Background: an optimization exercise with open tools, aiming at small area and a short achievable clock period. Do not read the settings as production practice.
Only simulation tests tie the RTL to the original design; equivalence was not proved.
No activity file was given, so power comes from the tool's default toggle rates.

## flow/design.v (module list and top-level ports; edited modules follow where they fit)
// module mul_fa: 10 lines
// module mul_ha: 9 lines
// module mul_bx: 7 lines
// module mul_bs: 9 lines
// module mul_bsn: 9 lines
// module mul_bxn: 7 lines
// module mul_bs4: 13 lines
// module mul_bs4n: 13 lines
// module mul_xor: 7 lines
// module mul_nand: 7 lines
// module mul_nor: 7 lines
// module mul_gpn: 8 lines
// module mul_gpi: 8 lines
// module mul_tpn: 7 lines
// module mul_tpi: 7 lines
// module mul32: 5348 lines
module mul32 (
   input  logic        clk,
   input  logic        rst,
   input  logic        is_signed,
   input  logic [31:0] src,
   input  logic [31:0] sink,
   output logic [63:0] dest
);
  // ...
==> flow/run.sh <==
#!/bin/bash
# synth_recipe.tcl (not shown) runs the flow's synth.tcl, then flattens the netlist and writes it again
# the make line also repeats each setting of config.mk as NAME=value (left out here)
make -C /OpenROAD-flow-scripts/flow DESIGN_CONFIG=/design/flow/config.mk WORK_HOME=/design/flow/orfs CLKGATE_MAP_FILE= SYNTH_SCRIPT=/design/flow/synth_recipe.tcl finish
==> flow/config.mk <==
export PLATFORM = sky130hd
export DESIGN_NAME = mul32
export DESIGN_NICKNAME = mul32
export VERILOG_FILES = /design/flow/design.v
export SDC_FILE = /design/flow/constraint.sdc
export NUM_CORES = 4
export LEC_CHECK = 0
export CAP_MARGIN = 20
export CORE_MARGIN = 2
export CORE_UTILIZATION = 40
export SETUP_SLACK_MARGIN = 4.2
export SLEW_MARGIN = 20
export SYNTH_HIERARCHICAL = 1
export SYNTH_MINIMUM_KEEP_SIZE = 0
==> flow/constraint.sdc <==
create_clock -name core_clock -period 6.5 [get_ports {clk}]
set_input_delay 1.3000 -clock core_clock [delete_from_list [all_inputs] [get_ports {clk}]]
set_output_delay 1.3000 -clock core_clock [all_outputs]
set_load 0.01 [all_outputs]
==> impl_metrics.yaml, run 1 <==
synthesis:
  synth_common_cells: "dfxtp_1, a22o_1, fa_1"
  synthFlopType: "dfxtp_1"
  synthSimpleGateAreaFrac_pct: 4.03
  ys_warn_count: 7
  synth_area_sq_um: 35600
  syn-instance-count: 2947
  syn_avg_cell_area_sq_um: 12.1
  synth_fa_ha_area_share_pct: 28.8
  synthArstFlopShare_pct: 0
timing:
  final_hold_viol_count: 0
  worstMarginPinSlew_ns: 0.828
  hold_ws_ns: 0.326
  period_share_pct: 36.9
power_and_ir_drop:
  internal_power_uw: 13300
  p_comb_share_pct: 53.3
  ir_drop_mv: 0.312
global_routing:
  grt_usage_pct: 23.7
  grt_overflow: 0
  grt_util_met1_pct: 33.9
  grt-busiest-layer: "met2"
detailed_routing:
  firstDrtPassIters: 5
  met1_length_um: 48700
  highest_layer: "met4"
  antenna_left: 0
cts:
  cts_htree_levels: 3
  cts_resized: 467
  hold_buffers: 0
die:
  core_sq_um: 88200
  taps: 1165
  io_pins: 131
  dieArea_sq_um: 91400
  fp.dieH_um: 302
setup_path:
  cp_num_buf_inv: 1
  crit_type: "reg -> out"
  cp_num_cells: 1
  critPathMaxFanout: 1
  reg2regPathDepth: 4
outcome:
  status: "timing/DRC/antenna clean"
final_layout:
  signal_buffers: 216
  nFillCells: 7873
  drive_above_1_share_pct: 19.1
  final_common_cell: "a22o_1"
  final-nonclk-buf-share_pct: 4.87
placed_design:
  hpwl_um: 77500
job:
  maxCapViolations: 0
==> inputs of run 2 (changes only) <==
--- a/flow/config.mk
+++ b/flow/config.mk
@@ -7,8 +7,9 @@
 export LEC_CHECK = 0
 export CAP_MARGIN = 20
 export CORE_MARGIN = 2
-export CORE_UTILIZATION = 40
-export SETUP_SLACK_MARGIN = 4.2
+export CORE_UTILIZATION = 55
+export PLACE_DENSITY = 0.65
+export SETUP_SLACK_MARGIN = 4.05
 export SLEW_MARGIN = 20
 export SYNTH_HIERARCHICAL = 1
 export SYNTH_MINIMUM_KEEP_SIZE = 0
==> run 2 against run 1 <==
Still clean on timing, DRC and antenna. Die area shrank 27%. Non-clock buffer count shrank 38. Clock skew grew 0.0023 ns. Clock power shrank about 10%. Synthesized area is the same. Via count grew 3.4%. Worst hold slack lost 0.0080 ns. First-iteration DRC count grew 17%. Setup slack lost 0.088 ns. Largest cell class unchanged.
==> impl_metrics.yaml, run 2 <==
setup_path:
  crit_top_cell: "fa_1"
  required_ns: 6.95
  end_kind: "flip-flop"
  crit_path_end: "r3_cs[77]"
  crit_type: "reg -> reg"
  r2r_slack_ns: 4.01
  slowest_stage: "fa_1"
  worstSetupStartpointType: "flip-flop"
  critical-path-top-delay-family: "adder cells"
  cp_num_cells: 4
  critPathArrivalTime_ns: 2.94
  path_cells: "fa_1, fa_1, fa_1, fa_1"
  r2r-start: "r2_cs[203]"
  worst_path_largest_cell_delay_ns: 0.57
  reg2regPathDepth: 4
  cp_num_buf_inv: 0
  worstReg2RegEnd: "r3_cs[77]"
  cp-startpoint: "r2_cs[203]"
  critPathMaxFanout: 1
die:
  io_pins: 131
  core_sq_um: 64200
  start_util_pct: 55.4
  dieArea_sq_um: 66800
  rows: 93
  fp.dieH_um: 258
  chipWidth_um: 258
cts:
  hold_buffers: 0
  insertion_delay_ns: 0.61
  cts.reportedPaths.clkPinSlew_ns: 0.06
  cts.path.max_buffers: 3
  cts_buffers: 66
  cts_tree: "yes"
  numClockSinks: 596
  cts_htree_levels: 3
  cts-root-buf: "clkbuf_16"
global_routing:
  grt_max_degree: 65
  grt_overflow: 0
  grt_pass1_vias: 26400
  grt_pass1_wl_um: 162000
  grt_usage_pct: 32.6
  antenna_found_initial: 1
timing:
  fin_crit_ns: 2.49
  drv_slew: 0
  worstMarginPinSlew_ns: 1.04
  fmax_ghz: 0.402
  setup_viol_count_final: 0
  final_hold_viol_count: 0
  rsz0062_at_grt: "yes"
  period_share_pct: 38.3
  slew_headroom_pct: 30.5
  setup_tns_ns: 0
  final.setup_skew_ns: 0.0345
detailed_routing:
  via_count: 25300
  highest_layer: "met4"
  wl_met2_um: 46500
  drt_iter0_drc: 2927
  finalWirelength_um: 109000
  post_drt_wl_per_cell_um: 26.6
  wl_met3_um: 12700
  firstDrtPassIters: 6
  drc: 0
  antenna_left: 0
  via_per_inst: 6.18
  met1_length_um: 45500
power_and_ir_drop:
  ir_drop_mv: 0.337
  power_density_nw_per_um2: 526
  p_leak_uw: 0.0171
placed_design:
  hpwl_um: 75100
  placed_area_sq_um: 38200
  gp_congestion: 0.937
  place.port_buffers: 130
job:
  maxCapViolations: 0
synthesis:
  synthArstFlopShare_pct: 0
  yosys.area.top_type: "dfxtp_1"
  synth_area_sq_um: 35600
  syn-instance-count: 2947
  yosys-top-cells-area: "dfxtp_1, fa_1, a22o_1"
  syn_avg_cell_area_sq_um: 12.1
  ys_types: 23
  synth_top_area_share_pct: 33.5
  synth_common_cells: "dfxtp_1, a22o_1, fa_1"
  seq_area_frac_synth_pct: 33.5
  synth_edf_count: 0
  synthFlopType: "dfxtp_1"
  synth.most_common_cell: "dfxtp_1"
  ys_ff_latch: 596
  ys_warn_count: 7
final_layout:
  regMostFlops: "r2_cs"
  final_cell_mix: "a22o_1, dfxtp_1, fa_1"
  largestRegisters: "r2_cs (306), r3_cs (125), r_dest (64)"
  final_core_util_pct: 63.7
  drive_above_1_share_pct: 13.0
  area_delta_synth_final_pct: 14.9
  diodes: 0
  postLayoutCellArea_sq_um: 40900
  largest_reg_flops: 306
  final_nets: 3799
outcome:
  status: "timing/DRC/antenna clean"
min_path:
  hp-class: "reg -> reg"
## run 2: changes by cell type in the layout (fill, tap and decap cells not counted), moves of 11 or more
cell and delta:
dfxtp_4 -28, clkdlybuf4s15_2 +16, fa_2 -42, nor2_4 -11
buf_4 -11, buf_6 -57, fa_1 +42, nor2_1 +19
dfxtp_1 +67, dfxtp_2 -39, buf_2 +13
## run 2: worst min-delay path by stage
stage / startpoint / endpoint / cells after the start
2_1_floorplan: r2_cs[0] / r3_cs[0] / 0
3_3_place_gp: r2_cs[0] / r3_cs[0] / 0
3_5_place_dp: r2_cs[2] / r3_cs[2] / 0
6_report: r2_cs[4] / r3_cs[4] / 0
4_1_cts: r2_cs[4] / r3_cs[4] / 0
5_1_grt: r2_cs[4] / r3_cs[4] / 0
## run 2: cell type report
class                      instances  area [sq um]
clock buffer                      95          1960
clock inverter                    20           259
fill                            5043         23300
inverter                         101           379
multi-input combinational       2248         23700
sequential                       596         12100
tap                              855          1070
timing repair buffer             178          1500
## run 2: per-layer routing
metal	GRT usage (%)	vias to the layer above
met5	0	-
met4	12.3	0
met3	9.94	280
met2	48.3	1617
met1	45.0	12700
li1	-	10700
## run 2: timing repair
action | 4_1_cts | 5_1_grt
pin swaps | 6 | 14
resized for setup | 289 | 104
setup buffers | 6 | 5
setup endpoints to repair | 322 | 54
## run 2: logic make-up after synthesis
kind of cell	Yosys count	share of synthesized area (%)
buf+inv	111	1.32
xor+xnor	655	16.1
fa+ha+maj	541	28.8
compound gates	696	16.2
simple gates	347	4.03
flops	596	33.5
other cells	1	0.0105
## run 2: report_power, final
| group | leakage, uW | switching, uW | internal, uW |
|---|---|---|---|
| Sequential | 0.00501 | 1110 | 5180 |
| Combinational | 0.0110 | 6320 | 5080 |
| Clock | 0.00108 | 1520 | 2300 |
| Total | 0.0171 | 8960 | 12600 |
## run 2: worst reg2reg max path: stages (launching register included)
cell     delay (ns)
dfxtp_1        0.31
fa_1           0.57
fa_1           0.44
fa_1           0.56
fa_1           0.46
## run 2: Yosys stat by module (local to each module, per instance), a selection
| module | flip-flops and latches | cells inside | times used |
|---|---|---|---|
| mul_bsn | 0 | 1 | 16 |
| mul32 | 596 | 964 | 1 |
| mul_nor | 0 | 1 | 62 |
| mul_bs | 0 | 1 | 528 |
| mul_ha | 0 | 1 | 44 |
| mul_nand | 0 | 1 | 63 |
## run 2: through the flow
| step | power (uW) | std cells | hold WS (ns) | worst slack [ns] |
|---|---|---|---|---|
| 2_1_floorplan | 12900 | 2955 | 0.310 | 4.13 |
| 3_3_place_gp | 16700 | 3967 | 0.315 | 3.33 |
| 3_5_place_dp | 17000 | 3967 | 0.312 | 3.28 |
| 4_1_cts | 21200 | 4088 | 0.319 | 3.94 |
| 5_1_grt | 23000 | 4093 | 0.319 | 3.93 |
| 6_report | 21500 | 4093 | 0.318 | 4.01 |
==> inputs of run 3 (changes only) <==
--- a/flow/config.mk
+++ b/flow/config.mk
@@ -7,8 +7,9 @@
 export LEC_CHECK = 0
 export CAP_MARGIN = 20
 export CORE_MARGIN = 2
-export CORE_UTILIZATION = 55
-export PLACE_DENSITY = 0.65
+export CORE_UTILIZATION = 40
+export CTS_CLUSTER_DIAMETER = 60
+export CTS_CLUSTER_SIZE = 30
 export SETUP_SLACK_MARGIN = 4.05
 export SLEW_MARGIN = 20
 export SYNTH_HIERARCHICAL = 1
==> run 3 against run 2 <==
Clock power down 11%. Sequential power decreased by 2%. Fmax rose by 2.7%. Still clean on timing, DRC and antenna.
==> impl_metrics.yaml, run 3 <==
synthesis:
  synth_edf_count: 0
  synth_common_cells: "dfxtp_1, a22o_1, fa_1"
  synth_top_area_share_pct: 33.5
  ys_warn_count: 7
  yosys.area.top_type: "dfxtp_1"
  synth_area_sq_um: 35600
  syn-instance-count: 2947
  yosys-top-cells-area: "dfxtp_1, fa_1, a22o_1"
  ys_types: 23
  synth.most_common_cell: "dfxtp_1"
  synthArstFlopShare_pct: 0
  ys_ff_latch: 596
  synthFlopType: "dfxtp_1"
  seq_area_frac_synth_pct: 33.5
  syn_avg_cell_area_sq_um: 12.1
cts:
  cts.reportedPaths.clkPinSlew_ns: 0.08
  insertion_delay_ns: 0.64
  cts.path.max_buffers: 3
  cts_htree_levels: 2
  cts_buffers: 50
  numClockSinks: 596
  cts-root-buf: "clkbuf_16"
  cts_tree: "yes"
detailed_routing:
  finalWirelength_um: 107000
  antenna_left: 0
  drc: 0
  via_count: 24100
  via_per_inst: 5.49
  firstDrtPassIters: 8
  post_drt_wl_per_cell_um: 24.4
  drt_iter0_drc: 2289
final_layout:
  largestRegisters: "r2_cs (306), r3_cs (125), r_dest (64)"
  drive_above_1_share_pct: 12.9
  largest_reg_flops: 306
  final_nets: 3803
  regMostFlops: "r2_cs"
  area_delta_synth_final_pct: 15.0
  final_common_cell: "dfxtp_1"
  postLayoutCellArea_sq_um: 41000
  final_cell_mix: "dfxtp_1, a22o_1, fa_1"
timing:
  fin_crit_ns: 2.42
  final_hold_viol_count: 0
  rsz0062_at_grt: "yes"
  slew_headroom_pct: 32.2
  fmax_ghz: 0.413
  final.setup_skew_ns: 0.0376
  hold_ws_ns: 0.331
  setup_viol_count_final: 0
  worstMarginPinSlew_ns: 1.02
  drv_slew: 0
  setup_tns_ns: 0
  period_share_pct: 37.3
setup_path:
  r2r-start: "r_one[4]"
  reg2regPathDepth: 3
  r2r_slack_ns: 4.08
  worstSetupStartpointType: "flip-flop"
  worstReg2RegEnd: "r2_cs[191]"
  critPathMaxFanout: 34
  critPathArrivalTime_ns: 2.92
  crit_type: "reg -> reg"
  required_ns: 7.00
  end_kind: "flip-flop"
die:
  core_sq_um: 88200
  io_pins: 131
  rows: 109
  start_util_pct: 40.3
  dieArea_sq_um: 91400
  chipWidth_um: 302
  fp.dieH_um: 302
min_path:
  holdPathStages: 0
  hp-class: "reg -> reg"
  min_to: "r3_cs[4]"
  hp-start: "r2_cs[4]"
global_routing:
  grt_usage_pct: 23.4
  grt_max_degree: 65
  antenna_found_initial: 5
  grt_overflow: 0
  grt_pass1_wl_um: 159000
  grt_pass1_vias: 24700
power_and_ir_drop:
  p_switching_uw: 9090
  internal_power_uw: 11900
  switching_share_pct: 43.3
  p_leak_uw: 0.0170
  clkPwrFrac_pct: 16.2
  seqPwrFrac_pct: 29.5
  ir_drop_mv: 0.255
  power_density_nw_per_um2: 512
  p_comb_share_pct: 54.3
job:
  maxCapViolations: 0
placed_design:
  gp_congestion: 0.858
  place.port_buffers: 130
  placed_area_sq_um: 38700
  hpwl_um: 77700
outcome:
  status: "timing/DRC/antenna clean"
-- run 3: logic make-up (layout without fill, tap and decap cells) --
logic type / count (synthesis) / after routing / synth area share, %
other cells: 1 / 10 / 0.0105
xor+xnor: 655 / 655 / 16.1
simple gates: 347 / 347 / 4.03
compound gates: 696 / 696 / 16.2
flops: 596 / 596 / 33.5
buf+inv: 111 / 391 / 1.32
fa+ha+maj: 541 / 541 / 28.8
-- run 3: stage by stage --
step / setup slack (ns) / power [uW] / std cells / utilization (%)
3_5_place_dp: 3.34 / 17200 / 4295 / 43.9
2_1_floorplan: 4.13 / 12900 / 2955 / -
3_3_place_gp: 3.44 / 17000 / 4295 / 43.9
6_report: 4.08 / 21000 / 4401 / 46.4
5_1_grt: 4.00 / 22600 / 4401 / 46.4
4_1_cts: 3.90 / 20700 / 4389 / 46.0
-- run 3: modules after synthesis (local to each module, per instance) --
| module | cells | times used |
|---|---|---|
| mul_fa | 1 | 466 |
| mul_tpi | 1 | 50 |
| mul_gpn | 1 | 40 |
| mul_ha | 1 | 44 |
| mul_bx | 1 | 272 |
| mul_tpn | 1 | 25 |
| mul_xor | 1 | 64 |
| mul_nor | 1 | 62 |
| mul32 | 964 | 1 |
| mul_bs | 1 | 528 |
| mul_bsn | 1 | 16 |
| mul_bxn | 1 | 256 |
| mul_gpi | 1 | 97 |
| mul_nand | 1 | 63 |
-- run 3: worst max path at each step --
stage	start	to	slack, ns	cells after the start
after floorplan	r3_cs[0]	r_dest[59]	4.13	12
after global placement	r3_cs[0]	r_dest[59]	3.44	12
after detailed placement	r3_cs[0]	r_dest[59]	3.34	12
after CTS	r3_cs[0]	r_dest[59]	3.90	12
after global routing	r3_cs[30]	r_dest[59]	4.00	12
final	r_one[4]	r2_cs[191]	4.08	3
-- run 3: power groups by stage --
stage	Sequential (uW)	Clock, uW	Combinational [uW]
floorplan	6120	0	6740
finish	6180	3400	11400
CTS	6190	3480	11100
detailed placement	6270	0	10900
global route	6340	3610	12700
global placement	6230	0	10800
-- run 3: layout make-up --
cell class / instances / area [sq um]
Timing Repair Buffer: 198 / 1560
Tap cell: 1165 / 1460
Clock inverter: 36 / 607
Fill cell: 8044 / 47300
Antenna cell: 1 / 2.50
Multi-Input combinational cell: 2248 / 23600
Sequential cell: 596 / 12000
Inverter: 101 / 379
Clock buffer: 56 / 1290
-- run 3: timing repair --
action,CTS,global route
cloned,0,0
setup buffers,2,11
resized for setup,340,73
endpoints found under the hold margin,0,0
pin swaps,2,10
hold buffers,0,0
endpoints found under the setup margin,277,29
-- run 3: worst max-delay path, cell delays in order, from the launching register on --
cell and delay [ns]:
dfxtp_2 1.00, a22o_1 0.32, fa_1 0.43, fa_1 0.52
-- run 3: routing by layer --
metal	vias up	global-route usage [%]	wire (um)
met4	2	6.67	2910
met2	1180	34.7	45800
met3	189	5.42	9640
met1	12100	34.0	49000
li1	10700	-	-
met5	-	0	13
==> inputs of run 4 (changes only) <==
--- a/flow/config.mk
+++ b/flow/config.mk
@@ -8,8 +8,6 @@
 export CAP_MARGIN = 20
 export CORE_MARGIN = 2
 export CORE_UTILIZATION = 40
-export CTS_CLUSTER_DIAMETER = 60
-export CTS_CLUSTER_SIZE = 30
 export SETUP_SLACK_MARGIN = 4.05
 export SLEW_MARGIN = 20
 export SYNTH_HIERARCHICAL = 1
==> run 4 against run 3 <==
Fmax grew 0.12%. Synthesized cell count is the same. Sequential share of layout area shrank 0.49 points. Synthesized area is the same. Via count grew 0.51%. Setup slack gained 0.0029 ns. Power grew 4.9%. Clock-buffer cell count grew 36. Global-route usage grew 0.25 points. Largest power group unchanged. Highest routed layer is now met4.
==> impl_metrics.yaml, run 4 <==
synthesis:
  synth_common_cells: "dfxtp_1, a22o_1, fa_1"
  ys_warn_count: 7
  synthArstFlopShare_pct: 0
  synth.most_common_cell: "dfxtp_1"
  ys_types: 23
  syn_avg_cell_area_sq_um: 12.1
  yosys.area.top_type: "dfxtp_1"
  synth_area_sq_um: 35600
  synth_top_area_share_pct: 33.5
  yosys-top-cells-area: "dfxtp_1, fa_1, a22o_1"
  seq_area_frac_synth_pct: 33.5
  synthFlopType: "dfxtp_1"
  ys_ff_latch: 596
  syn-instance-count: 2947
  synth_edf_count: 0
timing:
  setup_ws_ns: 4.08
  worstMarginPinSlew_ns: 1.00
  fin_crit_ns: 2.42
  slew_headroom_pct: 33.3
  final_hold_viol_count: 0
  period_share_pct: 37.2
  setup_tns_ns: 0
  setup_viol_count_final: 0
  fmax_ghz: 0.413
  drv_slew: 0
  rsz0062_at_grt: "yes"
  final.setup_skew_ns: 0.0273
setup_path:
  cp-startpoint: "r_a[14]"
  worst_path_largest_cell_delay_ns: 0.48
  worstSetupStartpointType: "flip-flop"
  end_kind: "flip-flop"
  required_ns: 7.01
  crit_top_cell: "fa_1"
  r2r-start: "r_a[14]"
  slowest_stage: "fa_1"
  critPathMaxFanout: 17
  path_cells: "buf_4, xor2_1, a22o_1, fa_1, fa_1"
  cp_num_buf_inv: 1
  critical-path-top-delay-family: "adder cells"
  critPathArrivalTime_ns: 2.93
  crit_type: "reg -> reg"
global_routing:
  grt_overflow: 0
  grt_pass1_wl_um: 159000
  grt_pass1_vias: 24900
  grt_usage_pct: 23.6
  grt_max_degree: 65
  antenna_found_initial: 2
die:
  start_util_pct: 40.3
  fp.dieH_um: 302
  core_sq_um: 88200
  io_pins: 131
  rows: 109
  dieArea_sq_um: 91400
  chipWidth_um: 302
min_path:
  hp-class: "reg -> reg"
  hp-start: "r2_cs[3]"
detailed_routing:
  drc: 0
  via_count: 24300
  via_per_inst: 5.47
  post_drt_wl_per_cell_um: 24.4
  drt_iter0_drc: 2364
  finalWirelength_um: 108000
  firstDrtPassIters: 6
  antenna_left: 0
job:
  maxCapViolations: 0
power_and_ir_drop:
  p_leak_uw: 0.0174
  power_density_nw_per_um2: 528
  ir_drop_mv: 0.248
final_layout:
  drive_above_1_share_pct: 14.1
  largestRegisters: "r2_cs (306), r3_cs (125), r_dest (64)"
  final_cell_mix: "dfxtp_1, a22o_1, fa_1"
  postLayoutCellArea_sq_um: 41600
  final_nets: 3828
  area_delta_synth_final_pct: 17.0
  final_common_cell: "dfxtp_1"
  diodes: 0
  regMostFlops: "r2_cs"
  instances_no_fill: 4439
  largest_reg_flops: 306
cts:
  cts_tree: "yes"
  cts.reportedPaths.clkPinSlew_ns: 0.06
  cts-root-buf: "clkbuf_16"
  cts.path.max_buffers: 3
  cts_htree_levels: 3
  insertion_delay_ns: 0.63
  hold_buffers: 0
  cts_buffers: 69
  numClockSinks: 596
placed_design:
  pre_cts_ws_ns: 3.34
  place.port_buffers: 130
  hpwl_um: 77700
  gp_congestion: 0.858
  placed_area_sq_um: 38700
  dp.cells: 4295
outcome:
  status: "timing/DRC/antenna clean"
## run 4: cell counts after synthesis
No cell type changed its count.
## run 4: where the power goes
group,switching (uW),internal [uW],total (uW)
Clock,1600,2640,4230
Sequential,1000,5190,6190
Combinational,6450,5130,11600
## run 4: path summary, 6_finish.rpt
| check | to | slack [ns] | depth (start not counted) |
|---|---|---|---|
| worst max-delay path | r2_cs[58] | 4.08 | 5 |
| worst min-delay path | r3_cs[3] | 0.33 | 0 |
| worst max register to register | r2_cs[58] | 4.08 | 5 |
| worst min register to register | r3_cs[3] | 0.33 | 0 |
## run 4: routing by layer
layer,vias up,global-route usage [%],wire (um)
met5,-,0,0
met4,0,8.53,3600
met2,1228,34.5,45600
met1,12100,33.5,48300
met3,202,6.42,10600
li1,10800,-,-
## run 4: area by class of cell
class                           count  area, sq um
Clock inverter                     33          509
Sequential cell                   596        12000
Inverter                          101          379
Tap cell                         1165         1460
Clock buffer                       92         1990
Timing Repair Buffer              204         1640
Multi-Input combinational cell   2248        23600
Fill cell                        7971        46600
## run 4: per-module statistics from Yosys (local to each module, per instance), a selection
module / times used / cells / cell area [sq um]
mul_tpn: 25 / 1 / 3.75
mul_bx: 272 / 1 / 8.76
mul_tpi: 50 / 1 / 3.75
mul32: 1 / 964 / 14100
mul_bxn: 256 / 1 / 8.76
mul_gpi: 97 / 1 / 5.00
mul_bs: 528 / 1 / 8.76
mul_bsn: 16 / 1 / 12.5
## run 4: stage by stage
step / hold slack (ns) / util [%] / total power (uW)
2_1_floorplan: 0.310 / - / 12900
3_3_place_gp: 0.315 / 43.9 / 17000
3_5_place_dp: 0.314 / 43.9 / 17200
4_1_cts: 0.329 / 46.7 / 21600
5_1_grt: 0.344 / 47.2 / 23700
6_report: 0.329 / 47.2 / 22000
## run 4: cells by family (layout without fill, tap and decap cells)
kind of cell	after synthesis	count (layout)	synth area share, %
compound gates	696	696	16.2
xor+xnor	655	655	16.1
flops	596	596	33.5
fa+ha+maj	541	541	28.8
simple gates	347	347	4.03
buf+inv	111	430	1.32
other cells	1	9	0.0105
## run 4: repair_timing
action / in CTS / in global routing
gates resized for setup: 338 / 86
endpoints found under the setup margin: 277 / 23
pin swaps: 2 / 15
buffers inserted: 2 / 17
==> inputs of run 5 (changes only) <==
--- a/flow/config.mk
+++ b/flow/config.mk
@@ -8,6 +8,8 @@
 export CAP_MARGIN = 20
 export CORE_MARGIN = 2
 export CORE_UTILIZATION = 40
+export CTS_CLUSTER_DIAMETER = 130
+export CTS_CLUSTER_SIZE = 32
 export SETUP_SLACK_MARGIN = 4.05
 export SLEW_MARGIN = 20
 export SYNTH_HIERARCHICAL = 1
==> run 5 against run 4 <==
Clock skew down 0.0042 ns. Sequential share of layout area grew 1.5 points. Synthesized cell count unchanged. Combinational power about the same. Register-to-register slack barely moved. Via count decreased by 2.4%. Setup slack improved by 0.0016 ns. Critical endpoint is now dest[31]. Largest power group unchanged. Highest routed layer unchanged.
==> impl_metrics.yaml, run 5 <==
setup_path:
  cp-startpoint: "r_dest[31]"
  required_ns: 5.20
  slowest_stage: "dfxtp_2"
  worstSetupStartpointType: "flip-flop"
  crit_type: "reg -> out"
  path_cells: "buf_6"
  critical-path-top-delay-family: "flip-flops"
  critPathMaxFanout: 1
  cp_num_buf_inv: 1
  critPathArrivalTime_ns: 1.12
  r2r-start: "r_negn[1]"
  worst_path_largest_cell_delay_ns: 0.40
  crit_path_end: "dest[31]"
  cp_num_cells: 1
  end_kind: "output port"
  r2r_slack_ns: 4.09
  worstReg2RegEnd: "r2_cs[58]"
  reg2regPathDepth: 4
power_and_ir_drop:
  power_density_nw_per_um2: 490
  ir_drop_mv: 0.269
  p_leak_uw: 0.0164
die:
  io_pins: 131
  core_sq_um: 88200
  start_util_pct: 40.3
  rows: 109
  chipWidth_um: 302
  fp.dieH_um: 302
  dieArea_sq_um: 91400
detailed_routing:
  drt_iter0_drc: 2313
  via_per_inst: 5.46
  finalWirelength_um: 106000
  post_drt_wl_per_cell_um: 24.4
  antenna_left: 0
  via_count: 23700
  firstDrtPassIters: 6
  drc: 0
job:
  maxCapViolations: 0
synthesis:
  synthArstFlopShare_pct: 0
  yosys.area.top_type: "dfxtp_1"
  synth_common_cells: "dfxtp_1, a22o_1, fa_1"
  synth_edf_count: 0
  syn_avg_cell_area_sq_um: 12.1
  synth_top_area_share_pct: 33.5
  ys_ff_latch: 596
  seq_area_frac_synth_pct: 33.5
  ys_warn_count: 7
  ys_types: 23
  synth.most_common_cell: "dfxtp_1"
  synthFlopType: "dfxtp_1"
  syn-instance-count: 2947
  yosys-top-cells-area: "dfxtp_1, fa_1, a22o_1"
  synth_area_sq_um: 35600
final_layout:
  final_core_util_pct: 45.0
  drive_above_1_share_pct: 11.1
  area_delta_synth_final_pct: 11.4
  final_nets: 3780
  final_common_cell: "a22o_1"
  regMostFlops: "r2_cs"
  diodes: 0
  final_cell_mix: "a22o_1, dfxtp_1, fa_1"
  largest_reg_flops: 306
  largestRegisters: "r2_cs (306), r3_cs (125), r_dest (64)"
global_routing:
  antenna_found_initial: 1
  grt_usage_pct: 23.0
  grt_pass1_vias: 24300
  grt_max_degree: 65
  grt_pass1_wl_um: 157000
  grt_overflow: 0
cts:
  cts.reportedPaths.clkPinSlew_ns: 0.12
  cts-root-buf: "clkbuf_16"
  numClockSinks: 596
  cts_buffers: 23
  insertion_delay_ns: 0.61
  cts.path.max_buffers: 3
  cts_htree_levels: 1
  cts_tree: "yes"
  hold_buffers: 0
timing:
  setup_tns_ns: 0
  setup_ws_ns: 4.08
  final.setup_skew_ns: 0.0232
  rsz0062_at_grt: "yes"
  setup_viol_count_final: 0
  slew_headroom_pct: 33.4
  fin_crit_ns: 2.42
  fmax_ghz: 0.413
  hold_ws_ns: 0.337
  final_hold_viol_count: 0
  period_share_pct: 37.2
  drv_slew: 0
  worstMarginPinSlew_ns: 0.999
placed_design:
  place.port_buffers: 130
  gp_congestion: 0.858
  hpwl_um: 77700
  pre_cts_ws_ns: 3.34
outcome:
  status: "timing/DRC/antenna clean"
min_path:
  hp-class: "reg -> reg"
  hp-start: "r2_cs[4]"
==> run 5: cell types whose count changed in the layout (fill, tap and decap cells not counted), sizes merged <==
| cell | delta |
|---|---|
| clkbuf | -68 |
| clkinv | -13 |
| bufinv | -12 |
| clkinvlp | -4 |
| buf | -2 |
==> run 5: worst min path at each step <==
stage                      end  cells after the start  slack, ns
floorplan             r3_cs[0]                      0       0.31
global placement      r3_cs[3]                      0       0.32
detailed placement    r3_cs[4]                      0       0.31
CTS                 r3_cs[123]                      0       0.34
global route          r3_cs[4]                      0       0.35
finish                r3_cs[4]                      0       0.34
==> run 5: repair_timing <==
item | 4_1_cts | 5_1_grt
gates resized for setup | 342 | 58
cloned | 0 | 0
buffers inserted | 2 | 15
hold endpoints to repair | 0 | 0
pin swaps | 2 | 9
endpoints found under the setup margin | 280 | 28
==> run 5: per-stage QoR <==
| step | power, uW | cell area [sq um] | std cells |
|---|---|---|---|
| final | 19400 | 39700 | 4340 |
| after global routing | 21100 | 39700 | 4340 |
| after CTS | 19100 | 39300 | 4325 |
| after detailed placement | 17200 | 38700 | 4295 |
| after global placement | 17000 | 38700 | 4295 |
| after floorplan | 12900 | 35600 | 2955 |
==> run 5: cells by family after synthesis <==
| family | share of synthesized area, % |
|---|---|
| and+or+nand+nor | 4.03 |
| other | 0.0105 |
| DFF | 33.5 |
| AOI/OAI and AO/OA | 16.2 |
| xor gates and xnor gates | 16.1 |
| buffers and inverters | 1.32 |
| adders and majority gates | 28.8 |
==> run 5: metal layers <==
metal  up-vias  GRT usage [%]  routed length (um)
met5         -              0                   0
met4         0           6.22                2840
met3       152           5.59               10200
met2      1147           34.3               45400
met1     11800           33.4               47700
li1      10600              -                   -
==> run 5: modules after synthesis, one instance, submodules excluded, excerpt <==
module / flops+latches / cells
mul32: 596 / 964
mul_fa: 0 / 1
mul_bsn: 0 / 1
mul_ha: 0 / 1
mul_bx: 0 / 1
mul_bs: 0 / 1
mul_bxn: 0 / 1
mul_xor: 0 / 1
mul_gpi: 0 / 1
mul_tpi: 0 / 1
mul_nor: 0 / 1
==> run 5: layout make-up <==
| cell class | count | area (sq um) |
|---|---|---|
| Fill cell | 8157 | 48600 |
| Multi-Input combinational cell | 2248 | 23500 |
| Sequential cell | 596 | 12000 |
| Timing Repair Buffer | 202 | 1600 |
| Tap cell | 1165 | 1460 |
| Clock buffer | 24 | 589 |
| Inverter | 101 | 379 |
| Clock inverter | 4 | 47.5 |
==> run 5: report_power, final <==
group	switching [uW]	internal [uW]	leakage, uW
registers	998	5180	0.00501
clock network	1170	674	0.000315
logic	6370	5040	0.0111
total	8530	10900	0.0164
==> inputs of run 6 (changes only) <==
--- a/flow/config.mk
+++ b/flow/config.mk
@@ -8,8 +8,8 @@
 export CAP_MARGIN = 20
 export CORE_MARGIN = 2
 export CORE_UTILIZATION = 40
-export CTS_CLUSTER_DIAMETER = 130
-export CTS_CLUSTER_SIZE = 32
+export CTS_CLUSTER_DIAMETER = 100
+export CTS_CLUSTER_SIZE = 30
 export SETUP_SLACK_MARGIN = 4.05
 export SLEW_MARGIN = 20
 export SYNTH_HIERARCHICAL = 1
==> run 6 against run 5 <==
Setup slack got worse by 0.012 ns. Sequential share of layout area decreased by 0.33 points. Power is 2.6% higher. Global-route usage is 0.061 points higher. Largest power group unchanged.
==> impl_metrics.yaml, run 6 <==
detailed_routing:
  post_drt_wl_per_cell_um: 24.4
  drc: 0
  firstDrtPassIters: 5
  finalWirelength_um: 106000
  drt_iter0_drc: 2281
  via_per_inst: 5.46
  antenna_left: 0
  via_count: 23800
cts:
  cts_tree: "yes"
  cts_buffers: 27
  cts.path.max_buffers: 3
  numClockSinks: 596
  cts-root-buf: "clkbuf_16"
  hold_buffers: 0
  cts_htree_levels: 1
  insertion_delay_ns: 0.64
  cts.reportedPaths.clkPinSlew_ns: 0.11
synthesis:
  seq_area_frac_synth_pct: 33.5
  synth_area_sq_um: 35600
  syn_avg_cell_area_sq_um: 12.1
  synthFlopType: "dfxtp_1"
  synth_common_cells: "dfxtp_1, a22o_1, fa_1"
  ys_types: 23
  yosys-top-cells-area: "dfxtp_1, fa_1, a22o_1"
  synth_top_area_share_pct: 33.5
  synth_edf_count: 0
  ys_ff_latch: 596
  ys_warn_count: 7
  synth.most_common_cell: "dfxtp_1"
  syn-instance-count: 2947
  synthArstFlopShare_pct: 0
  yosys.area.top_type: "dfxtp_1"
final_layout:
  area_delta_synth_final_pct: 12.8
  final_core_util_pct: 45.5
  largestRegisters: "r2_cs (306), r3_cs (125), r_dest (64)"
  regMostFlops: "r2_cs"
  final_common_cell: "a22o_1"
  final_nets: 3787
  nFillCells: 8121
  final_cell_mix: "a22o_1, dfxtp_1, fa_1"
  largest_reg_flops: 306
  drive_above_1_share_pct: 12.5
power_and_ir_drop:
  p_leak_uw: 0.0166
  internal_power_uw: 11200
  p_switching_uw: 8710
  ir_drop_mv: 0.245
  p_comb_share_pct: 58.1
  switching_share_pct: 43.7
  power_density_nw_per_um2: 496
  clkPwrFrac_pct: 10.9
  seqPwrFrac_pct: 31.0
setup_path:
  reg2regPathDepth: 5
  worstSetupStartpointType: "flip-flop"
  path_cells: "buf_4, xor2_1, a22o_1, fa_1, fa_1"
  crit_type: "reg -> reg"
  crit_top_cell: "fa_1"
  critPathArrivalTime_ns: 2.92
  worst_path_largest_cell_delay_ns: 0.52
  cp_num_buf_inv: 1
  required_ns: 6.98
  slowest_stage: "fa_1"
  cp_num_cells: 5
  critical-path-top-delay-family: "adder cells"
  critPathMaxFanout: 17
  end_kind: "flip-flop"
timing:
  fin_crit_ns: 2.43
  drv_slew: 0
  fmax_ghz: 0.411
  final_hold_viol_count: 0
  slew_headroom_pct: 31.7
  rsz0062_at_grt: "yes"
  setup_viol_count_final: 0
  period_share_pct: 37.4
  final.setup_skew_ns: 0.0313
  setup_tns_ns: 0
  worstMarginPinSlew_ns: 1.02
die:
  dieArea_sq_um: 91400
  rows: 109
  start_util_pct: 40.3
  fp.dieH_um: 302
  chipWidth_um: 302
  io_pins: 131
  core_sq_um: 88200
placed_design:
  gp_congestion: 0.858
  hpwl_um: 77700
  place.port_buffers: 130
global_routing:
  grt_pass1_vias: 24400
  grt_overflow: 0
  grt_max_degree: 65
  grt_usage_pct: 23.1
  grt_pass1_wl_um: 157000
  antenna_found_initial: 2
outcome:
  status: "timing/DRC/antenna clean"
job:
  maxCapViolations: 0
min_path:
  hp-class: "reg -> reg"
  holdPathStages: 0
run 6: cell counts after synthesis:
Identical to the previous run, type by type.
run 6: stage by stage:
stage	cell area, sq um	hold slack, ns	power, uW	worst slack (ns)	std cells
floorplan	35600	0.310	12900	4.13	2955
global placement	38700	0.315	17000	3.44	4295
detailed placement	38700	0.314	17200	3.34	4295
CTS	39600	0.340	19500	3.92	4339
global route	40100	0.345	21600	4.00	4357
finish	40100	0.336	19900	4.07	4358
run 6: timing repair:
item	4_1_cts	5_1_grt
setup endpoints to repair	282	30
pin swaps	2	10
buffers inserted	2	18
resized for setup	356	93
run 6: worst paths after layout:
kind,start,to,slack [ns]
setup reg to reg,r_a[13],r2_cs[98],4.07
hold / removal,r2_cs[4],r3_cs[4],0.34
setup / recovery,r_a[13],r2_cs[98],4.07
hold reg to reg,r2_cs[4],r3_cs[4],0.34
run 6: kinds of logic after synthesis:
kind of cell / after synthesis / share of synthesized area (%)
fa+ha+maj: 541 / 28.8
flops: 596 / 33.5
compound gates: 696 / 16.2
xor+xnor: 655 / 16.1
buf+inv: 111 / 1.32
simple gates: 347 / 4.03
other cells: 1 / 0.0105
run 6: area by class of cell:
| class | count | area, sq um | area share (%) |
|---|---|---|---|
| multi-input cells | 2248 | 23600 | 58.9 |
| flip-flops and latches | 596 | 12100 | 30.0 |
| repair buffers | 205 | 1690 | 4.21 |
| well taps | 1165 | 1460 | 3.63 |
| clock buffers | 30 | 707 | 1.76 |
| inverters | 101 | 379 | 0.944 |
| clock inverters | 12 | 198 | 0.493 |
| diodes | 1 | 2.50 | 0.00623 |
run 6: per-layer routing:
layer  GRT usage, %  wire length (um)  vias up
li1               -                 -    10600
met1           33.3             47800    11800
met2           34.5             45600     1205
met3           5.57             10000      157
met4           6.42              2980        0
met5              0                 0        -
run 6: per-module statistics from Yosys, one instance, submodules excluded, excerpt:
| module | times used | cells |
|---|---|---|
| mul_tpn | 25 | 1 |
| mul_ha | 44 | 1 |
| mul_fa | 466 | 1 |
| mul_gpi | 97 | 1 |
| mul_xor | 64 | 1 |
| mul_nor | 62 | 1 |
run 6: power by group through the flow:
stage	clock network, uW	registers [uW]	logic [uW]
CTS	2250	6180	11100
floorplan	0	6120	6740
global placement	0	6230	10800
finish	2170	6180	11600
detailed placement	0	6270	10900
global route	2360	6340	12900
run 6: worst reg2reg max path, cell delays in order (launching register included):
cell and delay [ns]:
dfxtp_1 0.33, buf_4 0.40, xor2_1 0.35, a22o_1 0.21, fa_1 0.47, fa_1 0.52
==> inputs of run 7 (changes only) <==
--- a/flow/config.mk
+++ b/flow/config.mk
@@ -9,8 +9,8 @@
 export CORE_MARGIN = 2
 export CORE_UTILIZATION = 40
 export CTS_CLUSTER_DIAMETER = 100
-export CTS_CLUSTER_SIZE = 30
-export SETUP_SLACK_MARGIN = 4.05
+export CTS_CLUSTER_SIZE = 25
+export SETUP_SLACK_MARGIN = 4.12
 export SLEW_MARGIN = 20
 export SYNTH_HIERARCHICAL = 1
 export SYNTH_MINIMUM_KEEP_SIZE = 0
==> run 7 against run 6 <==
Still clean on timing, DRC and antenna. Non-clock buffer count down 1. Power up 0.72%. Design area up 0.96%. Fmax about the same. Flip-flop and latch count unchanged. Sequential power about the same. Worst hold slack worse by 0.0028 ns. Critical endpoint is now dest[31].
==> impl_metrics.yaml, run 7 <==
outcome:
  status: "timing/DRC/antenna clean"
final_layout:
  area_delta_synth_final_pct: 13.8
  largest_reg_flops: 306
  nFillCells: 8119
  final_nets: 3789
  multi_input_area_sq_um: 23800
  layout.area.seq_sq_um: 12100
  final_common_cell: "a22o_1"
  postLayoutCellArea_sq_um: 40500
  instances_no_fill: 4354
  largestRegisters: "r2_cs (306), r3_cs (125), r_dest (64)"
  regMostFlops: "r2_cs"
  final_cell_mix: "a22o_1, dfxtp_1, fa_1"
  drive_above_1_share_pct: 13.8
die:
  start_util_pct: 40.3
  fp.dieH_um: 302
  rows: 109
  dieArea_sq_um: 91400
  core_sq_um: 88200
  io_pins: 131
  chipWidth_um: 302
timing:
  fmax_ghz: 0.411
  drv_slew: 0
  setup_viol_count_final: 0
  final.setup_skew_ns: 0.0277
  slew_headroom_pct: 35.4
  hold_ws_ns: 0.333
  final_hold_viol_count: 0
  setup_ws_ns: 4.07
  setup_tns_ns: 0
  fin_crit_ns: 2.43
  worstMarginPinSlew_ns: 0.969
  rsz0062_at_grt: "yes"
  period_share_pct: 37.4
cts:
  cts_buffers: 30
  cts-root-buf: "clkbuf_16"
  cts.path.max_buffers: 3
  cts.reportedPaths.clkPinSlew_ns: 0.10
  insertion_delay_ns: 0.64
  numClockSinks: 596
  cts_tree: "yes"
  hold_buffers: 0
  cts_htree_levels: 1
setup_path:
  worstSetupStartpointType: "flip-flop"
  cp-startpoint: "r_dest[31]"
  r2r_slack_ns: 4.11
  r2r-start: "r2_cs[222]"
  cp_num_cells: 1
  crit_type: "reg -> out"
  critPathArrivalTime_ns: 1.13
  crit_path_end: "dest[31]"
  critPathMaxFanout: 1
  worstReg2RegEnd: "r3_cs[85]"
  required_ns: 5.20
  reg2regPathDepth: 4
  critical-path-top-delay-family: "flip-flops"
  worst_path_largest_cell_delay_ns: 0.38
  end_kind: "output port"
  cp_num_buf_inv: 1
  path_cells: "buf_6"
  slowest_stage: "dfxtp_4"
power_and_ir_drop:
  p_leak_uw: 0.0167
  ir_drop_mv: 0.239
  power_density_nw_per_um2: 495
detailed_routing:
  firstDrtPassIters: 7
  drt_iter0_drc: 2235
  post_drt_wl_per_cell_um: 24.6
  finalWirelength_um: 107000
  via_per_inst: 5.50
  via_count: 24000
  antenna_left: 0
  drc: 0
synthesis:
  syn_avg_cell_area_sq_um: 12.1
  synthArstFlopShare_pct: 0
  synth_top_area_share_pct: 33.5
  synth_edf_count: 0
  syn-instance-count: 2947
  synthFlopType: "dfxtp_1"
  ys_types: 23
  synth.most_common_cell: "dfxtp_1"
  seq_area_frac_synth_pct: 33.5
  synth_common_cells: "dfxtp_1, a22o_1, fa_1"
  ys_warn_count: 7
  yosys.area.top_type: "dfxtp_1"
  synth_area_sq_um: 35600
  yosys-top-cells-area: "dfxtp_1, fa_1, a22o_1"
  ys_ff_latch: 596
global_routing:
  grt_pass1_wl_um: 158000
  antenna_found_initial: 3
  grt_usage_pct: 23.1
  grt_pass1_vias: 24300
  grt_max_degree: 65
  grt_overflow: 0
placed_design:
  placed_area_sq_um: 38700
  pre_cts_ws_ns: 3.34
  place.port_buffers: 130
  gp_congestion: 0.858
  hpwl_um: 77700
  dp.cells: 4295
min_path:
  hp-class: "reg -> reg"
job:
  maxCapViolations: 0
## run 7: changes by cell type in the layout (fill, tap and decap cells not counted), moves of 4 or more
cell       change
buf_6         +38
nor2_2         +9
fa_1          -13
nor2_1         -9
a21oi_4        +5
fa_2          +13
a21oi_2        -5
buf_4         -15
dfxtp_1       -19
dfxtp_4       +19
buf_2         -25
clkbuf_16      +4
## run 7: report_power, final
group	internal, uW	switching (uW)	total (uW)
combinational	5210	6490	11700
sequential	5190	1020	6200
clock	921	1250	2170
total	11300	8760	20100
## run 7: timing repair
| action | CTS | global route |
|---|---|---|
| hold endpoints to repair | 0 | 0 |
| resized for setup | 382 | 179 |
| pin swaps | 4 | 26 |
| setup buffers | 5 | 14 |
| endpoints found under the setup margin | 310 | 142 |
## run 7: kinds of logic (layout without fill, tap and decap cells)
logic type,count (synthesis),count (layout),synth area share [%]
and+or+nand+nor,347,347,4.03
xor gates and xnor gates,655,655,16.1
adders and majority gates,541,541,28.8
AOI/OAI and AO/OA,696,696,16.2
DFF,596,596,33.5
other,1,10,0.0105
buffers and inverters,111,344,1.32
## run 7: per-stage QoR
stage | util, % | total power [uW]
finish | 45.9 | 20100
global route | 45.9 | 21700
CTS | 45.1 | 19600
detailed placement | 43.9 | 17200
global placement | 43.9 | 17000
floorplan | - | 12900
## run 7: worst min path at each step
stage / slack (ns) / endpoint / cells past startpoint / startpoint
after floorplan: 0.31 / r3_cs[0] / 0 / r2_cs[0]
after global placement: 0.32 / r3_cs[3] / 0 / r2_cs[3]
after detailed placement: 0.31 / r3_cs[4] / 0 / r2_cs[4]
after CTS: 0.34 / r3_cs[4] / 0 / r2_cs[4]
after global routing: 0.34 / r3_cs[4] / 0 / r2_cs[4]
final: 0.33 / r3_cs[4] / 0 / r2_cs[4]
## run 7: layer usage
layer  part of all wire, %  track usage, %  up-vias  wire length [um]
met1                    45            33.9    12000             48400
met3                   9.3            5.02      148              9910
met2                    43            34.8     1141             46200
met5                 0.012               0        -                13
li1                      -               -    10600                 -
met4                   2.4            5.29        2              2530
## run 7: final cells by class
cell class,instances,area share [%]
antenna,1,0.00617
clock buffer,31,1.91
clock inverter,8,0.299
inverter,101,0.936
multi-input combinational,2248,58.6
sequential,596,29.9
tap,1165,3.60
timing repair buffer,204,4.68
## run 7: modules after synthesis (local to each module, per instance), excerpt
module,flip-flops and latches,cell area [sq um],times used
mul_bs,0,8.76,528
mul_bx,0,8.76,272
mul_fa,0,20.0,466
mul_gpi,0,5.00,97
mul_gpn,0,8.76,40
mul_ha,0,12.5,44
mul_nor,0,3.75,62
mul_tpi,0,3.75,50
mul_xor,0,8.76,64
==> inputs of run 8 (changes only) <==
--- a/flow/config.mk
+++ b/flow/config.mk
@@ -10,7 +10,8 @@
 export CORE_UTILIZATION = 40
 export CTS_CLUSTER_DIAMETER = 100
 export CTS_CLUSTER_SIZE = 25
-export SETUP_SLACK_MARGIN = 4.12
+export SETUP_SLACK_MARGIN = 4.05
 export SLEW_MARGIN = 20
 export SYNTH_HIERARCHICAL = 1
 export SYNTH_MINIMUM_KEEP_SIZE = 0
+export TNS_END_PERCENT = 30
==> run 8 against run 7 <==
Register-to-register slack got worse by 0.04 ns. First-iteration DRC count is 1.8% higher. Worst hold slack about the same. Largest cell class unchanged. Still clean on timing, DRC and antenna.
==> impl_metrics.yaml, run 8 <==
placed_design:
  gp_congestion: 0.858
  placed_area_sq_um: 38700
  pre_cts_ws_ns: 3.34
  place.port_buffers: 130
  hpwl_um: 77700
die:
  start_util_pct: 40.3
  rows: 109
  core_sq_um: 88200
  io_pins: 131
  chipWidth_um: 302
  dieArea_sq_um: 91400
  fp.dieH_um: 302
detailed_routing:
  wl_met3_um: 9780
  highest_layer: "met5"
  drt_iter0_drc: 2276
  antenna_left: 0
  post_drt_wl_per_cell_um: 24.5
  drc: 0
  met1_length_um: 48600
  via_per_inst: 5.49
  wl_met2_um: 45200
  via_count: 23900
  finalWirelength_um: 107000
  firstDrtPassIters: 6
synthesis:
  ys_warn_count: 7
  seq_area_frac_synth_pct: 33.5
  synth.most_common_cell: "dfxtp_1"
  yosys.area.top_type: "dfxtp_1"
  ys_types: 23
  ys_ff_latch: 596
  synth_top_area_share_pct: 33.5
  yosys-top-cells-area: "dfxtp_1, fa_1, a22o_1"
  syn-instance-count: 2947
  syn_avg_cell_area_sq_um: 12.1
  synthArstFlopShare_pct: 0
  synth_common_cells: "dfxtp_1, a22o_1, fa_1"
  synthFlopType: "dfxtp_1"
  synth_area_sq_um: 35600
  synth_edf_count: 0
final_layout:
  drive_above_1_share_pct: 10.9
  regMostFlops: "r2_cs"
  postLayoutCellArea_sq_um: 39900
  final_nets: 3780
  area_delta_synth_final_pct: 12.1
  final_core_util_pct: 45.2
  largest_reg_flops: 306
  largestRegisters: "r2_cs (306), r3_cs (125), r_dest (64)"
  final_common_cell: "a22o_1"
  final_cell_mix: "a22o_1, dfxtp_1, fa_1"
global_routing:
  grt_pass1_vias: 24300
  grt_usage_pct: 23.1
  grt_overflow: 0
  antenna_found_initial: 3
  grt_max_degree: 65
  grt_pass1_wl_um: 158000
timing:
  fmax_ghz: 0.411
  setup_tns_ns: 0
  final.setup_skew_ns: 0.0277
  fin_crit_ns: 2.43
  slew_headroom_pct: 32.2
  setup_ws_ns: 4.07
  worstMarginPinSlew_ns: 1.02
  final_hold_viol_count: 0
  rsz0062_at_grt: "yes"
  drv_slew: 0
  setup_viol_count_final: 0
  period_share_pct: 37.4
setup_path:
  worstSetupStartpointType: "flip-flop"
  slowest_stage: "dfxtp_4"
  critPathArrivalTime_ns: 1.13
  critical-path-top-delay-family: "flip-flops"
  end_kind: "output port"
  required_ns: 5.20
  cp_num_buf_inv: 1
  critPathMaxFanout: 1
  path_cells: "buf_6"
  worst_path_largest_cell_delay_ns: 0.38
  crit_type: "reg -> out"
cts:
  cts.reportedPaths.clkPinSlew_ns: 0.10
  cts_buffers: 30
  cts-root-buf: "clkbuf_16"
  cts_tree: "yes"
  cts_htree_levels: 1
  hold_buffers: 0
  cts.path.max_buffers: 3
  numClockSinks: 596
  insertion_delay_ns: 0.63
power_and_ir_drop:
  ir_drop_mv: 0.240
  power_density_nw_per_um2: 492
  p_leak_uw: 0.0165
outcome:
  status: "timing/DRC/antenna clean"
job:
  maxCapViolations: 0
min_path:
  hp-class: "reg -> reg"
## run 8: cell counts after synthesis
No cell type changed its count.
## run 8: what timing repair did
action,4_1_cts,5_1_grt
setup endpoints to repair,280,85
buffers inserted,1,9
resized for setup,352,52
pin swaps,2,6
## run 8: final timing paths
path,from,end,slack [ns],cells after the start
setup / recovery,r_dest[31],dest[31],4.07,1
hold / removal,r2_cs[4],r3_cs[4],0.33,0
setup reg to reg,r_neg[12],r2_cs[142],4.07,5
hold reg to reg,r2_cs[4],r3_cs[4],0.33,0
## run 8: per-module statistics from Yosys, one instance, submodules excluded, a selection
module    copies in the design  cells  flip-flops and latches  cell area (sq um)
mul32                        1    964                     596              14100
mul_bsn                     16      1                       0               12.5
mul_bxn                    256      1                       0               8.76
mul_tpi                     50      1                       0               3.75
mul_nand                    63      1                       0               3.75
mul_tpn                     25      1                       0               3.75
mul_nor                     62      1                       0               3.75
mul_gpi                     97      1                       0               5.00
mul_gpn                     40      1                       0               8.76
## run 8: final cells by class
cell class | instances | area, sq um
multi-input cells | 2248 | 23500
clock inverters | 8 | 121
flip-flops and latches | 596 | 12000
clock buffers | 31 | 776
diodes | 2 | 5.00
inverters | 101 | 379
repair buffers | 195 | 1620
well taps | 1165 | 1460
fillers | 8146 | 48300
## run 8: layer usage
metal	GRT usage (%)	up-vias
li1	-	10600
met1	33.9	12000
met2	34.8	1127
met3	5.04	151
met4	5.34	2
met5	0	-
## run 8: kinds of logic after synthesis
logic type               count (synthesis)  synth area share [%]
AO/OA/AOI/OAI                          696                  16.2
XOR/XNOR                               655                  16.1
flip-flops                             596                  33.5
adder cells (fa/ha/maj)                541                  28.8
AND/OR/NAND/NOR                        347                  4.03
buffers and inverters                  111                  1.32
other                                    1                0.0105
## run 8: metrics by stage
stage | hold slack, ns | power (uW) | std cells
floorplan | 0.310 | 12900 | 2955
global placement | 0.315 | 17000 | 4295
detailed placement | 0.314 | 17200 | 4295
CTS | 0.337 | 19400 | 4335
global route | 0.341 | 21300 | 4345
finish | 0.333 | 19700 | 4346
## run 8: report_power, final
| part | internal [uW] | switching [uW] | total (uW) |
|---|---|---|---|
| Sequential | 5180 | 1000 | 6180 |
| Combinational | 4990 | 6320 | 11300 |
| Clock | 920 | 1240 | 2160 |
==> inputs of run 9 (changes only) <==
--- a/flow/config.mk
+++ b/flow/config.mk
@@ -14,4 +14,3 @@
 export SLEW_MARGIN = 20
 export SYNTH_HIERARCHICAL = 1
 export SYNTH_MINIMUM_KEEP_SIZE = 0
-export TNS_END_PERCENT = 30
==> run 9 against run 8 <==
Die area unchanged. Register-to-register slack improved by 0.02 ns. Clock-buffer cell count unchanged. Flip-flop and latch count unchanged. Synthesized cell count unchanged. Routed wire length about the same. Setup slack got worse by 0.0033 ns. Power about the same. Combinational power about the same. Clock power about the same. Critical path type unchanged.
==> impl_metrics.yaml, run 9 <==
min_path:
  hp-class: "reg -> reg"
setup_path:
  end_kind: "output port"
  slowest_stage: "dfxtp_4"
  crit_type: "reg -> out"
  worst_path_largest_cell_delay_ns: 0.37
  required_ns: 5.20
  critPathArrivalTime_ns: 1.13
  critical-path-top-delay-family: "flip-flops"
  path_cells: "buf_6"
  worstSetupStartpointType: "flip-flop"
  cp_num_buf_inv: 1
  critPathMaxFanout: 1
cts:
  hold_buffers: 0
  cts.reportedPaths.clkPinSlew_ns: 0.10
  cts-root-buf: "clkbuf_16"
  numClockSinks: 596
  cts_buffers: 30
  cts_tree: "yes"
  cts.path.max_buffers: 3
  cts_htree_levels: 1
  insertion_delay_ns: 0.64
synthesis:
  yosys.area.top_type: "dfxtp_1"
  synthArstFlopShare_pct: 0
  syn_avg_cell_area_sq_um: 12.1
  ys_types: 23
  yosys-top-cells-area: "dfxtp_1, fa_1, a22o_1"
  synth.most_common_cell: "dfxtp_1"
  ys_warn_count: 7
  synth_edf_count: 0
  synth_area_sq_um: 35600
  synthFlopType: "dfxtp_1"
  syn-instance-count: 2947
  seq_area_frac_synth_pct: 33.5
  ys_ff_latch: 596
  synth_common_cells: "dfxtp_1, a22o_1, fa_1"
  synth_top_area_share_pct: 33.5
final_layout:
  area_delta_synth_final_pct: 12.3
  final_common_cell: "a22o_1"
  postLayoutCellArea_sq_um: 40000
  regMostFlops: "r2_cs"
  largestRegisters: "r2_cs (306), r3_cs (125), r_dest (64)"
  final_core_util_pct: 45.3
  largest_reg_flops: 306
  drive_above_1_share_pct: 11.4
  final_nets: 3781
  final_cell_mix: "a22o_1, dfxtp_1, fa_1"
placed_design:
  hpwl_um: 77700
  place.port_buffers: 130
  gp_congestion: 0.858
  placed_area_sq_um: 38700
die:
  io_pins: 131
  rows: 109
  start_util_pct: 40.3
  fp.dieH_um: 302
  dieArea_sq_um: 91400
  core_sq_um: 88200
  chipWidth_um: 302
timing:
  period_share_pct: 37.5
  fmax_ghz: 0.411
  setup_tns_ns: 0
  final_hold_viol_count: 0
  slew_headroom_pct: 33.3
  worstMarginPinSlew_ns: 1.00
  setup_viol_count_final: 0
  fin_crit_ns: 2.43
  final.setup_skew_ns: 0.0296
  rsz0062_at_grt: "yes"
  drv_slew: 0
global_routing:
  grt_overflow: 0
  grt_usage_pct: 23.1
  grt_max_degree: 65
  grt_pass1_vias: 24300
  grt_pass1_wl_um: 158000
  antenna_found_initial: 3
power_and_ir_drop:
  p_leak_uw: 0.0165
  power_density_nw_per_um2: 492
  ir_drop_mv: 0.239
  power_uw: 19700
detailed_routing:
  post_drt_wl_per_cell_um: 24.5
  via_count: 24000
  finalWirelength_um: 107000
  antenna_left: 0
  wl_met2_um: 45600
  via_per_inst: 5.51
  met1_length_um: 48300
  drc: 0
  wl_met3_um: 10100
  drt_iter0_drc: 2276
  firstDrtPassIters: 5
  highest_layer: "met5"
job:
  maxCapViolations: 0
outcome:
  status: "timing/DRC/antenna clean"
-- run 9: area by class of cell --
type                            count  area (sq um)
Multi-Input combinational cell   2248         23600
Tap cell                         1165          1460
Antenna cell                        2          5.00
Timing Repair Buffer              196          1630
Clock buffer                       31           776
Fill cell                        8139         48300
Inverter                          101           379
Clock inverter                      8           121
Sequential cell                   596         12000
-- run 9: worst paths after layout --
kind | end | slack [ns] | cells past startpoint | from
setup / recovery | dest[31] | 4.07 | 1 | r_dest[31]
hold / removal | r3_cs[4] | 0.33 | 0 | r2_cs[4]
setup reg to reg | r2_cs[191] | 4.09 | 3 | r_one[4]
hold reg to reg | r3_cs[4] | 0.33 | 0 | r2_cs[4]
-- run 9: power breakdown --
| group | switching (uW) | internal, uW |
|---|---|---|
| combinational | 6330 | 4990 |
| sequential | 1000 | 5180 |
| clock | 1250 | 920 |
| total | 8580 | 11100 |
-- run 9: cells by family after synthesis --
logic type,after synthesis,synth area share (%)
buf+inv,111,1.32
simple gates,347,4.03
compound gates,696,16.2
other cells,1,0.0105
xor+xnor,655,16.1
fa+ha+maj,541,28.8
flops,596,33.5
-- run 9: through the flow --
stage          std cells  setup slack (ns)  hold WS (ns)
2_1_floorplan       2955              4.13         0.310
5_1_grt             4346              3.97         0.341
6_report            4347              4.07         0.333
4_1_cts             4335              3.94         0.337
3_3_place_gp        4295              3.44         0.315
3_5_place_dp        4295              3.34         0.314
-- run 9: repair_timing --
action	CTS	global route
gates cloned	0	0
pin swaps	2	10
resized for setup	356	69
buffers inserted	1	10
setup endpoints to repair	280	41
-- run 9: layer usage --
metal / global-route usage, % / vias up
li1: - / 10600
met1: 33.9 / 12000
met2: 34.8 / 1154
met3: 5.04 / 154
met4: 5.26 / 2
met5: 0 / -
-- run 9: modules after synthesis, one instance, submodules excluded --
module	times used	cells inside
mul_bx	272	1
mul_bsn	16	1
mul_bs	528	1
mul_bxn	256	1
mul_gpn	40	1
mul_tpn	25	1
mul_gpi	97	1
mul_xor	64	1
mul_tpi	50	1
mul_fa	466	1
mul_nor	62	1
mul_nand	63	1
mul32	1	964
mul_ha	44	1
==> inputs of run 10 (changes only) <==
--- a/flow/config.mk
+++ b/flow/config.mk
@@ -5,12 +5,12 @@
 export SDC_FILE = /design/flow/constraint.sdc
 export NUM_CORES = 4
 export LEC_CHECK = 0
-export CAP_MARGIN = 20
+export CAP_MARGIN = 5
 export CORE_MARGIN = 2
 export CORE_UTILIZATION = 40
 export CTS_CLUSTER_DIAMETER = 100
 export CTS_CLUSTER_SIZE = 25
 export SETUP_SLACK_MARGIN = 4.05
-export SLEW_MARGIN = 20
+export SLEW_MARGIN = 5
 export SYNTH_HIERARCHICAL = 1
 export SYNTH_MINIMUM_KEEP_SIZE = 0
==> run 10 against run 9 <==
Largest cell class unchanged. Clock power about the same. Routed wire length unchanged. Global-route usage unchanged. Critical path type unchanged. Flip-flop and latch count is the same. Design area did not move. Sequential power about the same.
==> impl_metrics.yaml, run 10 <==
outcome:
  status: "timing/DRC/antenna clean"
setup_path:
  critPathMaxFanout: 1
  cp_num_cells: 1
  crit_path_end: "dest[31]"
  reg2regPathDepth: 3
  critical-path-top-delay-family: "flip-flops"
  path_cells: "buf_6"
  crit_type: "reg -> out"
  worstSetupStartpointType: "flip-flop"
  r2r-start: "r_one[4]"
  end_kind: "output port"
  worst_path_largest_cell_delay_ns: 0.37
  cp-startpoint: "r_dest[31]"
  worstReg2RegEnd: "r2_cs[191]"
  slowest_stage: "dfxtp_4"
  cp_num_buf_inv: 1
  critPathArrivalTime_ns: 1.13
  r2r_slack_ns: 4.09
  required_ns: 5.20
synthesis:
  ys_ff_latch: 596
  synth.most_common_cell: "dfxtp_1"
  syn_avg_cell_area_sq_um: 12.1
  synth_edf_count: 0
  synth_area_sq_um: 35600
  seq_area_frac_synth_pct: 33.5
  syn-instance-count: 2947
  synth_top_area_share_pct: 33.5
  yosys-top-cells-area: "dfxtp_1, fa_1, a22o_1"
  synthArstFlopShare_pct: 0
  synth_common_cells: "dfxtp_1, a22o_1, fa_1"
  synthFlopType: "dfxtp_1"
  ys_types: 23
  ys_warn_count: 7
  yosys.area.top_type: "dfxtp_1"
detailed_routing:
  post_drt_wl_per_cell_um: 24.5
  antenna_left: 0
  drt_iter0_drc: 2276
  via_per_inst: 5.51
  finalWirelength_um: 107000
  firstDrtPassIters: 5
  drc: 0
  via_count: 24000
power_and_ir_drop:
  p_leak_uw: 0.0165
  p_switching_uw: 8580
  ir_drop_mv: 0.239
  clkPwrFrac_pct: 11.0
  power_density_nw_per_um2: 492
  seqPwrFrac_pct: 31.4
  p_comb_share_pct: 57.6
  internal_power_uw: 11100
  switching_share_pct: 43.6
final_layout:
  final_common_cell: "a22o_1"
  largest_reg_flops: 306
  regMostFlops: "r2_cs"
  postLayoutCellArea_sq_um: 40000
  final_cell_mix: "a22o_1, dfxtp_1, fa_1"
  drive_above_1_share_pct: 11.4
  area_delta_synth_final_pct: 12.3
  final_nets: 3781
  largestRegisters: "r2_cs (306), r3_cs (125), r_dest (64)"
global_routing:
  antenna_found_initial: 3
  grt_pass1_wl_um: 158000
  grt_max_degree: 65
  grt_pass1_vias: 24300
  grt_overflow: 0
  grt_usage_pct: 23.1
cts:
  numClockSinks: 596
  hold_buffers: 0
  cts_htree_levels: 1
  cts.path.max_buffers: 3
  cts.reportedPaths.clkPinSlew_ns: 0.10
  cts_buffers: 30
  cts-root-buf: "clkbuf_16"
  cts_tree: "yes"
  insertion_delay_ns: 0.64
die:
  chipWidth_um: 302
  rows: 109
  core_sq_um: 88200
  io_pins: 131
  dieArea_sq_um: 91400
  start_util_pct: 40.3
  fp.dieH_um: 302
placed_design:
  gp_congestion: 0.858
  place.port_buffers: 130
  placed_area_sq_um: 38700
  hpwl_um: 77700
timing:
  fmax_ghz: 0.411
  drv_slew: 0
  final.setup_skew_ns: 0.0296
  slew_headroom_pct: 33.3
  setup_viol_count_final: 0
  period_share_pct: 37.5
  rsz0062_at_grt: "yes"
  worstMarginPinSlew_ns: 1.00
  setup_tns_ns: 0
  final_hold_viol_count: 0
  fin_crit_ns: 2.43
min_path:
  hp-class: "reg -> reg"
job:
  maxCapViolations: 0
-- run 10: cell counts after synthesis --
No cell type changed its count.
-- run 10: per-stage QoR --
step | setup slack [ns] | util (%) | hold slack [ns] | cells | power [uW]
after global placement | 3.44 | 43.9 | 0.315 | 4295 | 17000
after global routing | 3.97 | 45.3 | 0.341 | 4346 | 21300
final | 4.07 | 45.3 | 0.333 | 4347 | 19700
after floorplan | 4.13 | - | 0.310 | 2955 | 12900
after detailed placement | 3.34 | 43.9 | 0.314 | 4295 | 17200
after CTS | 3.94 | 44.9 | 0.337 | 4335 | 19500
-- run 10: power by group through the flow --
stage          clock network [uW]  logic, uW  registers [uW]
4_1_cts                      2260      11000            6190
6_report                     2170      11300            6180
2_1_floorplan                   0       6740            6120
3_3_place_gp                    0      10800            6230
5_1_grt                      2370      12600            6340
3_5_place_dp                    0      10900            6270
-- run 10: timing repair --
item                                    in CTS  in global routing
setup buffers                                1                 10
cloned                                       0                  0
hold endpoints to repair                     0                  0
gates resized for setup                    356                 69
pin swaps                                    2                 10
endpoints found under the setup margin     280                 41
-- run 10: modules after synthesis (local to each module, per instance), a selection --
module / times used / cells / cell area (sq um)
mul_gpi: 97 / 1 / 5.00
mul_gpn: 40 / 1 / 8.76
mul_tpn: 25 / 1 / 3.75
mul_bs: 528 / 1 / 8.76
mul32: 1 / 964 / 14100
mul_tpi: 50 / 1 / 3.75
mul_bx: 272 / 1 / 8.76
mul_nor: 62 / 1 / 3.75
mul_bsn: 16 / 1 / 12.5
mul_bxn: 256 / 1 / 8.76
mul_xor: 64 / 1 / 8.76
mul_nand: 63 / 1 / 3.75
mul_ha: 44 / 1 / 12.5
-- run 10: worst min path at each step --
stage,cells after the start,slack (ns),start,to
2_1_floorplan,0,0.31,r2_cs[0],r3_cs[0]
3_3_place_gp,0,0.32,r2_cs[3],r3_cs[3]
3_5_place_dp,0,0.31,r2_cs[4],r3_cs[4]
4_1_cts,0,0.34,r2_cs[4],r3_cs[4]
5_1_grt,0,0.34,r2_cs[4],r3_cs[4]
6_report,0,0.33,r2_cs[4],r3_cs[4]
-- run 10: cell type report --
| type | instances | area, sq um |
|---|---|---|
| Antenna cell | 2 | 5.00 |
| Timing Repair Buffer | 196 | 1630 |
| Inverter | 101 | 379 |
| Clock buffer | 31 | 776 |
| Clock inverter | 8 | 121 |
| Sequential cell | 596 | 12000 |
| Tap cell | 1165 | 1460 |
| Fill cell | 8139 | 48300 |
| Multi-Input combinational cell | 2248 | 23600 |
-- run 10: cells by family (layout without fill, tap and decap cells) --
| logic type | Yosys count | after routing | synth area share [%] |
|---|---|---|---|
| AOI/OAI and AO/OA | 696 | 696 | 16.2 |
| DFF | 596 | 596 | 33.5 |
| buffers and inverters | 111 | 336 | 1.32 |
| adders and majority gates | 541 | 541 | 28.8 |
| xor gates and xnor gates | 655 | 655 | 16.1 |
| other | 1 | 11 | 0.0105 |
| and+or+nand+nor | 347 | 347 | 4.03 |
-- run 10: routing by layer --
| layer | global-route usage, % | routed length, um | vias to the layer above |
|---|---|---|---|
| li1 | - | - | 10600 |
| met1 | 33.9 | 48300 | 12000 |
| met5 | 0 | 13 | - |
| met2 | 34.8 | 45600 | 1154 |
| met4 | 5.26 | 2650 | 2 |
| met3 | 5.04 | 10100 | 154 |

-- port drivers added, routing unchanged --
The results above use ideal ports. As a check the final layouts listed here were re-extracted and re-timed, cells and wires unchanged. Step 1 sets driving cells, clkbuf_16 on the clock port and buf_2 on the other inputs (assumed; they add their load-dependent delay and slew). Step 2 times the ports against the registers' clock, not the clock port: input delays grow and output delays shrink by t, the midpoint of the rising clock arrivals with the driver on. Three values: no drivers, after step 1, after step 2; two values: the first two.
| run | t (ns) | setup slack, ns | hold WS [ns] | slew at the worst register clock pin (ns) | pins driven straight from the clock port |
|---|---|---|---|---|---|
| run 1 | 0.679 | 4.099 / 4.038 / 3.814 | 0.326 / 0.326 / 0.326 | 0.07 / 0.07 | 1 |
| run 2 | 0.659 | 4.011 / 4.011 / 3.643 | 0.318 / 0.318 / 0.318 | 0.07 / 0.07 | 1 |
| run 3 | 0.682 | 4.077 / 4.024 / 3.678 | 0.331 / 0.331 / 0.331 | 0.10 / 0.10 | 1 |
| run 4 | 0.681 | 4.080 / 4.023 / 3.667 | 0.329 / 0.329 / 0.329 | 0.07 / 0.07 | 1 |
| run 5 | 0.662 | 4.081 / 4.017 / 3.680 | 0.337 / 0.337 / 0.337 | 0.12 / 0.12 | 1 |
| run 6 | 0.684 | 4.070 / 4.017 / 3.685 | 0.336 / 0.336 / 0.336 | 0.12 / 0.12 | 1 |
| run 7 | 0.688 | 4.067 / 4.003 / 3.674 | 0.333 / 0.333 / 0.333 | 0.10 / 0.10 | 1 |
| run 8 | 0.687 | 4.069 / 4.004 / 3.679 | 0.333 / 0.333 / 0.333 | 0.10 / 0.10 | 1 |
| run 9 | 0.687 | 4.065 / 4.003 / 3.679 | 0.333 / 0.333 / 0.333 | 0.10 / 0.10 | 1 |
| run 10 | 0.687 | 4.065 / 4.003 / 3.679 | 0.333 / 0.333 / 0.333 | 0.10 / 0.10 | 1 |
After both steps every run listed still meets setup and hold. The setup slack of run 4, which loses most, moves by -0.057 ns with the drivers and by -0.413 ns with both steps.
